This is an optimization exercise on Yosys and OpenROAD, whose aim is small area, not a production implementation. In this exercise RTL edits were held to simulation tests only and were not proved equivalent to the original. Power is estimated from default activity; no workload was simulated.

// cpu_top
module cpu_top (
	input  logic clk,
	input  logic reset,
	output logic [31:0] mem_addr,
	output logic [7:0] mem_wdata,
	output logic mem_read,
	output logic mem_write,
	input  logic [7:0] mem_rdata,
	input  logic mem_ready,
	output logic [31:0] debug
);
Settings: LEC_CHECK=0, CAP_MARGIN=20, CORE_MARGIN=2, CORE_UTILIZATION=70, PLACE_DENSITY=0.9, SLEW_MARGIN=20, SYNTH_HIERARCHICAL=1, SYNTH_MINIMUM_KEEP_SIZE=0; clock period 9.0 ns.
standard.sh (not shown) runs the stock make flow with config.mk's settings and CLKGATE_MAP_FILE= SYNTH_SCRIPT=/design/flow/synth_recipe.tcl, a recipe that flattens the netlist after the stock synthesis.
==> flow/flow/run.sh <==
#!/bin/bash
# The standard layout (standard.sh), with these changes to the ORFS defaults:
#  - synthesis maps logic with an area-oriented ABC script (flow/abc_area.script,
#    used through ABC_AREA=1 from a copy of the ORFS scripts folder); registers
#    and everything else in synthesis are unchanged;
#  - ports are buffered with buf_1 instead of clkdlybuf4s50_1;
#  - the clock tree uses clusters of up to 20 sinks on clkbuf_8, without dummy loads.
# Each step's output goes to a log file of its own here; ORFS's tool logs are in orfs/logs.
set -euo pipefail
HERE=$(pwd)
rm -rf "$HERE/orfs_scripts"
cp -r "$FLOW_HOME/scripts" "$HERE/orfs_scripts"
cp "$HERE/flow/abc_area.script" "$HERE/orfs_scripts/abc_area.script"
export BUFFER_PORTS_ARGS="-buffer_cell sky130_fd_sc_hd__buf_1"
export CTS_ARGS="-sink_clustering_enable -repair_clock_nets -sink_clustering_size 20 -sink_clustering_max_diameter 60 -buf_list sky130_fd_sc_hd__clkbuf_8 -dont_use_dummy_load"
SCRIPTS_DIR="$HERE/orfs_scripts" ABC_AREA=1 bash standard.sh synth > "$HERE/synth.log" 2>&1
bash standard.sh > "$HERE/layout.log" 2>&1
==> flow/flow/abc_area.script <==
&get -n
&st
&dch -f
&nf -R 1000 -p -F 16 -A 8 -C 32
&st
&syn2
&dch -f
&nf -R 1000 -p -F 16 -A 8 -C 32
&st
&synch2
&nf -R 1000 -p -F 16 -A 8 -C 32
&put
topo
dnsize
==> next run, changes <==
--- a/flow/design.v
+++ b/flow/design.v
@@ -23,17 +23,18 @@
 	logic [4:0] ph;
 	logic [4:0] cnt;   
 	logic rdy_q;
 	localparam int IW = 8;
 	logic [23:0] ir;
 	logic fix;
 	logic fixing;
 	logic [31:0] mar;
-	logic [31:0] t;
+	logic [31:8] th;
+	logic [7:0] tl;   
 	logic [31:0] p;
 	logic [31:0] d;
 	logic [4:0] flags;
 	logic cy;
 	logic zacc;
 	wire [31:0] iw = {mem_rdata, ir};
 	wire [6:0] op = iw[6:0];
 	wire [4:0] oc = iw[11:7];
@@ -95,17 +96,17 @@
 	wire [15:0] i16 = {oa[0], ob};
 	wire imm16 = i16[ph[3:0]];
 	wire lo15 = ph < 5'd15;
 	wire lo16 = ~ph[4];
 	wire imm_s = lo15 ? imm16 : ob[14];
 	wire imm_z = lo15 & imm16;
 	wire use_reg_b = op_add | op_sub | op_or | op_and | op_cmp;
 	wire use_z = op_ori | op_andi;
-	wire yraw = use_reg_b ? t[0] : (use_z ? imm_z : imm_s);
+	wire yraw = use_reg_b ? tl[0] : (use_z ? imm_z : imm_s);
 	wire xraw = op_br ? mar[0] : a_bit;
 	wire inv_x = op_rsbi & ~fixing;
 	wire inv_y = (op_sub | op_cmp | op_cmpi) & ~fixing;
 	wire x = (fixing ? mar[0] : xraw) ^ inv_x;
 	wire y = (fixing ? (ph == 5'(IW)) : yraw) ^ inv_y;
 	wire ci = (ph == 5'd0) ? (inv_x | inv_y) : cy;
 	wire sum = x ^ y ^ ci;
 	wire co = (x & y) | (ci & (x ^ y));
@@ -120,34 +121,34 @@
 	end
 	wire zin = (ph == 5'd0) | zacc;
 	wire f_eq = zin & ~sum;
 	wire f_ltu = ~co;
 	wire f_gtu = co & ~f_eq;
 	wire f_lts = sum ^ ci ^ co;
 	wire f_gts = ~f_lts & ~f_eq;
 	wire in_range = (lastbeat == 2'd3) | (lastbeat == 2'd1 & ~ph[4]) | (lastbeat == 2'd0 & ph[4:3] == 2'd0);
-	wire tpos = (lastbeat == 2'd0) ? t[24] : (lastbeat == 2'd1) ? t[16] : t[0];
+	wire tpos = (lastbeat == 2'd0) ? th[24] : (lastbeat == 2'd1) ? th[16] : tl[0];
 	wire ld_bit = in_range ? tpos : ((op_ldbs | op_ldhs) & cy);
 	assign wbit = (state == S_WB) ? ld_bit : res;
 	assign wr_en = (state == S_EXEC && is_alu_wr) || (state == S_WB && is_load);
 	assign wr_idx = is_load ? oa : oc;
 	wire mem_slot = state == S_MEM && cnt[2:0] == 3'd0;
 	wire strobe = rdy_q && !fix && (state == S_FETCH || mem_slot);
 	wire mem_shift = state == S_MEM && (cnt[2:0] != 3'd0 || strobe);
 	wire rot = state == S_INIT || state == S_EXEC || state == S_ADDR || state == S_WB || state == S_PRE;
 	wire tin = (state == S_MEM) ? mem_rdata[cnt[2:0]] : (state == S_PRE) ? a_bit : wbit;
 	wire mar_shift = state == S_INIT || state == S_ADDR || state == S_WB || (state == S_EXEC && op_br) ||
 		fixing;
 	wire go = ph == 5'd31 && (!fix || fixing);
 	wire mar_in = (state == S_INIT) ? (ph == 5'd21) : (state == S_WB) ? p[0] : sum;
 	assign mem_read = strobe && (state == S_FETCH || is_load);
 	assign mem_write = strobe && state == S_MEM && is_store;
 	assign mem_addr = mar;
-	assign mem_wdata = t[7:0];
+	assign mem_wdata = tl;
 	assign debug = d;
 	always_ff @(posedge clk or posedge reset) begin
 		if (reset) begin
 			state <= S_INIT;
 			ph <= 5'd0;
 		end else begin
 			ph <= ph + 5'd1;
 			case (state)
@@ -193,18 +194,18 @@
 				fix <= 1'b0;
 				fixing <= 1'b0;
 			end
 		end else if (fix) begin
 			if (ph == 5'd31) fixing <= 1'b1;
 		end else if (strobe && mar[IW-1:0] == '1) begin
 			fix <= 1'b1;
 		end
-		if ((rot && state != S_ADDR) || mem_shift) t <= {tin, t[31:1]};
-		if (wr_en && wr_idx == 5'd0 && ph == 5'd31) d <= {tin, t[31:1]};
+		if ((rot && state != S_ADDR) || mem_shift) {th, tl} <= {tin, th, tl[7:1]};
+		if (wr_en && wr_idx == 5'd0 && ph == 5'd31) d <= {tin, th, tl[7:1]};
 		if (state == S_INIT) flags <= 5'd0;
 		else if (state == S_EXEC && is_cmp && ph == 5'd31) flags <= {f_eq, f_gtu, f_ltu, f_gts, f_lts};
 	end
 endmodule
 module cpu_wdec (
 	input  logic en,
 	input  logic [4:0] idx,
 	output logic [31:1] we
Effect:
- synthesized area stays flat
- worst setup slack is worse by 0.12 ns
- hold slack is better by 0.0035 ns
- routed wire length stays flat
- clock-buffer cell count does not change

========
== maple ==
cpu_top with an RTL version that a note above also has.
Size: roughly 1600 cells after synthesis, ~1200 flip-flops, roughly 0.027 mm² of cells after synthesis.
export LEC_CHECK = 0
export CAP_MARGIN = 20
export CORE_MARGIN = 2
export CORE_UTILIZATION = 40
export SLEW_MARGIN = 20
export SYNTH_HIERARCHICAL = 1
export SYNTH_MINIMUM_KEEP_SIZE = 0
create_clock -name core_clock -period 9.0 [get_ports {clk}]
Scripts as last shown in full above: flow/flow/run.sh, flow/flow/abc_area.script
diff inputs: maple => sierra
-- flow/design.v --
<<< maple, line 29
	logic fixing;
	logic [31:0] mar;
	logic [31:8] th;
	logic [7:0] tl;   
	logic [31:0] p;
	logic [31:0] d;
>>> sierra, line 29
	logic fixing;
	logic [31:0] mar;
	logic [31:0] t;
	logic [31:0] p;
	logic [31:0] d;
<<< maple, line 102
	wire use_reg_b = op_add | op_sub | op_or | op_and | op_cmp;
	wire use_z = op_ori | op_andi;
	wire yraw = use_reg_b ? tl[0] : (use_z ? imm_z : imm_s);
	wire xraw = op_br ? mar[0] : a_bit;
	wire inv_x = op_rsbi & ~fixing;
>>> sierra, line 101
	wire use_reg_b = op_add | op_sub | op_or | op_and | op_cmp;
	wire use_z = op_ori | op_andi;
	wire yraw = use_reg_b ? t[0] : (use_z ? imm_z : imm_s);
	wire xraw = op_br ? mar[0] : a_bit;
	wire inv_x = op_rsbi & ~fixing;
<<< maple, line 127
	wire f_gts = ~f_lts & ~f_eq;
	wire in_range = (lastbeat == 2'd3) | (lastbeat == 2'd1 & ~ph[4]) | (lastbeat == 2'd0 & ph[4:3] == 2'd0);
	wire tpos = (lastbeat == 2'd0) ? th[24] : (lastbeat == 2'd1) ? th[16] : tl[0];
	wire ld_bit = in_range ? tpos : ((op_ldbs | op_ldhs) & cy);
	assign wbit = (state == S_WB) ? ld_bit : res;
>>> sierra, line 126
	wire f_gts = ~f_lts & ~f_eq;
	wire in_range = (lastbeat == 2'd3) | (lastbeat == 2'd1 & ~ph[4]) | (lastbeat == 2'd0 & ph[4:3] == 2'd0);
	wire tpos = (lastbeat == 2'd0) ? t[24] : (lastbeat == 2'd1) ? t[16] : t[0];
	wire ld_bit = in_range ? tpos : ((op_ldbs | op_ldhs) & cy);
	assign wbit = (state == S_WB) ? ld_bit : res;
<<< maple, line 144
	assign mem_write = strobe && state == S_MEM && is_store;
	assign mem_addr = mar;
	assign mem_wdata = tl;
	assign debug = d;
	always_ff @(posedge clk or posedge reset) begin
>>> sierra, line 143
	assign mem_write = strobe && state == S_MEM && is_store;
	assign mem_addr = mar;
	assign mem_wdata = t[7:0];
	assign debug = d;
	always_ff @(posedge clk or posedge reset) begin
<<< maple, line 200
			fix <= 1'b1;
		end
		if ((rot && state != S_ADDR) || mem_shift) {th, tl} <= {tin, th, tl[7:1]};
		if (wr_en && wr_idx == 5'd0 && ph == 5'd31) d <= {tin, th, tl[7:1]};
		if (state == S_INIT) flags <= 5'd0;
		else if (state == S_EXEC && is_cmp && ph == 5'd31) flags <= {f_eq, f_gtu, f_ltu, f_gts, f_lts};
>>> sierra, line 199
			fix <= 1'b1;
		end
		if ((rot && state != S_ADDR) || mem_shift) t <= {tin, t[31:1]};
		if (wr_en && wr_idx == 5'd0 && ph == 5'd31) d <= {tin, t[31:1]};
		if (state == S_INIT) flags <= 5'd0;
		else if (state == S_EXEC && is_cmp && ph == 5'd31) flags <= {f_eq, f_gtu, f_ltu, f_gts, f_lts};
==> comparison <==
Per the comparison of sierra with maple, sequential cell area fraction in the yosys report fell by 0.20 points; achievable clock frequency now sits higher; slew at the pin closest to its max-slew limit went down.
Relative slew slack: sierra better than maple
Going from maple to sierra, clock skew shrinks by 0.018 ns.
The total power on maple is in line with that on sierra.
Compared to maple, the router laid down more metal wire for sierra.
The xor/xnor share of the synthesized area of sierra and that of maple are within noise of each other.
Going from maple to sierra, the minimum period implied by the final worst setup slack was found to have gone down by 0.028 ns.
Compared sierra against maple; power dissipated by switching net loads within noise.
On relative area change from synthesis to final layout: sierra sits below maple.
sierra against maple: area of all placed cells without fillers shows no meaningful change, detailed-placement wirelength estimate climbed about 1.8%.

==> static timing again, ports no longer ideal <==
No port has a modelled driver above. Below, the same layouts with a new extraction and two added sets of constraints.
Step 1 (the two cells are an assumption about what drives the block):
set clk [get_ports {clk}]
set_driving_cell -lib_cell sky130_fd_sc_hd__clkbuf_16 $clk
set_driving_cell -lib_cell sky130_fd_sc_hd__buf_2 [delete_from_list [all_inputs] $clk]
Step 2 moves the port delays by t, midway between the first and last clock arrival at a register: inputs arrive t later, outputs are due t later. That takes back most of the time a late clock gives input paths.
a / b / c = no drivers / after step 1 / after step 2; a / b = the first two.
run	shift t [ns]	slack for setup (ns)	hold slack, ns	slew at the worst register clock pin (ns)	worst data-port slew with drivers (ns)
the first run of note 1	0.676	2.568 / 2.568 / 2.568	0.279 / 0.279 / 0.279	0.12 / 0.12	0.05
the second run of note 1	0.678	2.447 / 2.447 / 2.447	0.282 / 0.282 / 0.282	0.12 / 0.12	0.04
maple	0.679	2.475 / 2.475 / 2.475	0.259 / 0.259 / 0.259	0.12 / 0.12	0.05
sierra	0.704	2.503 / 2.503 / 2.503	0.279 / 0.279 / 0.279	0.12 / 0.12	0.07
After both steps every run listed still meets setup and hold.
